This design comes from an exercise in tuning for small area, a short achievable clock period and few clock cycles on the open sky130 flow, not from production work.
Function was checked by simulation only, so behaviour that the tests miss may differ from the original.
Power and IR drop assume default switching activity.

## old
==> flow/design.v (excerpt) <==
module fhe_vec_top #(
  parameter int WIDTH = 4
) (
  input  logic                           clk,
  input  logic                           rstn,
  input  logic                           psel,
  input  logic                           penable,
  input  logic                           pwrite,
  input  logic [fhe_vec_pkg::APB_AW-1:0] paddr,
  input  logic [fhe_vec_pkg::APB_DW-1:0] pwdata,
  output logic [fhe_vec_pkg::APB_DW-1:0] prdata,
  output logic                           pready,
  output logic                           pslverr,
  output logic                           done
);
  localparam int NE   = 64;    
  localparam int LAT  = 8;     
  localparam int LAST = NE + LAT - 1;   
  logic [NE-1:0][15:0] m1;
  logic [NE-1:0][15:0] m2;
  logic [3:0]  op;
  logic [15:0] p;
  logic [16:0] mu;
  logic [15:0] s;
  logic        err;
  logic        run;
  logic        iss;       
  logic [6:0]  cnt;
  logic        setup;
  logic        acc_q;     
  logic        rdw_q;     
  logic        wr_q;
  logic        mem_q;
  logic        bank_q;
  logic [5:0]  ea_q;      
  logic        regok_q;   
  logic [16:0] wd_q;
  logic [16:0] rd_q;
  logic        slverr_q;
  logic        run_next;
  logic        err_next;
  logic        done_next;
  assign setup = psel & ~penable;
  always_ff @(posedge clk) begin
    wr_q    <= pwrite;
    mem_q   <= paddr[15];
    bank_q  <= paddr[14];
    ea_q    <= paddr[5:0];
    regok_q <= ~|paddr[14:3];
    wd_q    <= pwdata[16:0];
    rdw_q   <= setup & ~pwrite;
  end
  logic [5:0]      ridx_q;
  logic            iss_next;
  ...
Settings: LEC_CHECK=0, CAP_MARGIN=20, CORE_MARGIN=2, CORE_UTILIZATION=40, CTS_BUF_LIST=sky130_fd_sc_hd__clkbuf_8 sky130_fd_sc_hd__clkbuf_16, CTS_CLUSTER_DIAMETER=50, CTS_CLUSTER_SIZE=16, SLEW_MARGIN=20; clock period 11.0 ns.
standard.sh (not shown) runs the stock make flow with config.mk's settings and CLKGATE_MAP_FILE= SYNTH_SCRIPT=/design/flow/synth_recipe.tcl, a recipe that flattens the netlist after the stock synthesis.
==> flow/flow/run.sh <==
#!/bin/bash
export SETUP_SLACK_MARGIN=7.45
bash standard.sh > standard.log 2>&1
Testbench counts of old, summed over its fixed seeds: cycles 29,762.
What new does differently from old at the input level:
Settings: a change of CTS_CLUSTER_SIZE from 16 to 30; a change of CTS_CLUSTER_DIAMETER from 50 to 100; a change of CTS_BUF_LIST from sky130_fd_sc_hd__clkbuf_8 sky130_fd_sc_hd__clkbuf_16 to sky130_fd_sc_hd__clkbuf_16.
## What came out
- Final cell count (lower): new
- Looking at global-route usage, new sits below old.
- Diff old -> new | number of CTS-inserted buffers | decrease of 167
- [compare] base=old new=new: sequential power share grew by 9.4 points, clock buffer instance count of the final layout shrank by about 60%.

fhe_vec_top, a different RTL version from the one above (not shown whole).
Size: ~6700 cells after synthesis, about 88 I/O pins, ~0.11 mm2 of cells after synthesis.
==> flow/config.mk <==
export PLATFORM = sky130hd
export DESIGN_NAME = fhe_vec_top
export DESIGN_NICKNAME = fhe_vec_top
export VERILOG_FILES = /design/flow/design.v
export SDC_FILE = /design/flow/constraint.sdc
export NUM_CORES = 4
export LEC_CHECK = 0
export CAP_MARGIN = 20
export CORE_MARGIN = 2
export CORE_UTILIZATION = 40
export CTS_BUF_LIST = sky130_fd_sc_hd__clkbuf_16
export CTS_CLUSTER_DIAMETER = 100
export CTS_CLUSTER_SIZE = 30
export SLEW_MARGIN = 20
==> flow/constraint.sdc <==
create_clock -name core_clock -period 11.0 [get_ports {clk}]
set_input_delay 2.2000 -clock core_clock [delete_from_list [all_inputs] [get_ports {clk}]]
set_output_delay 2.2000 -clock core_clock [all_outputs]
set_load 0.01 [all_outputs]
Scripts as last shown in full above: flow/flow/run.sh
The starting point ran to the end with no violations.
Testbench counts at the start, summed over its fixed seeds: cycles 29,762.
Rerun with:
==> flow/flow/run.sh (replaced) <==
#!/bin/bash
export SETUP_SLACK_MARGIN=7.6
bash standard.sh > standard.log 2>&1
After rerunning:
- The new run completed without violations
- total power grows by 1.5%
- via count climbs by 0.42%
- wire length stays flat
- global-route usage hardly moves

==> separate check: timing with driven ports <==
Ports are ideal in the flow. The routed layouts listed here were re-timed in OpenROAD.
Step 1: set_driving_cell puts a clkbuf_16 on clk and a buf_2 on each other input, an assumption about the parent block.
Step 2 adds t to the input delays and takes it off the output delays; t is the mean of the earliest and latest rising clock arrival at the registers after step 1. Input paths then give back, and output paths get back, about the clock's delay inside the block.
a / b / c = ideal ports / drivers / drivers and shift; a / b = the first two.
run | t (ns) | setup WS [ns] | latest minus earliest clock arrival (ns)
old | 0.983 | 7.353 / 7.255 / 6.982 | 0.070 / 0.070
new | 0.903 | 7.391 / 7.296 / 7.030 | 0.091 / 0.090
the first run of note 2 | 0.898 | 7.387 / 7.293 / 6.813 | 0.094 / 0.094
the second run of note 2 | 0.918 | 7.399 / 7.293 / 6.888 | 0.085 / 0.084
After both steps setup and hold are still met in every run listed. For the first run of note 2, which loses most, drivers alone change the setup slack by -0.094 ns; drivers and shift together by -0.574 ns.
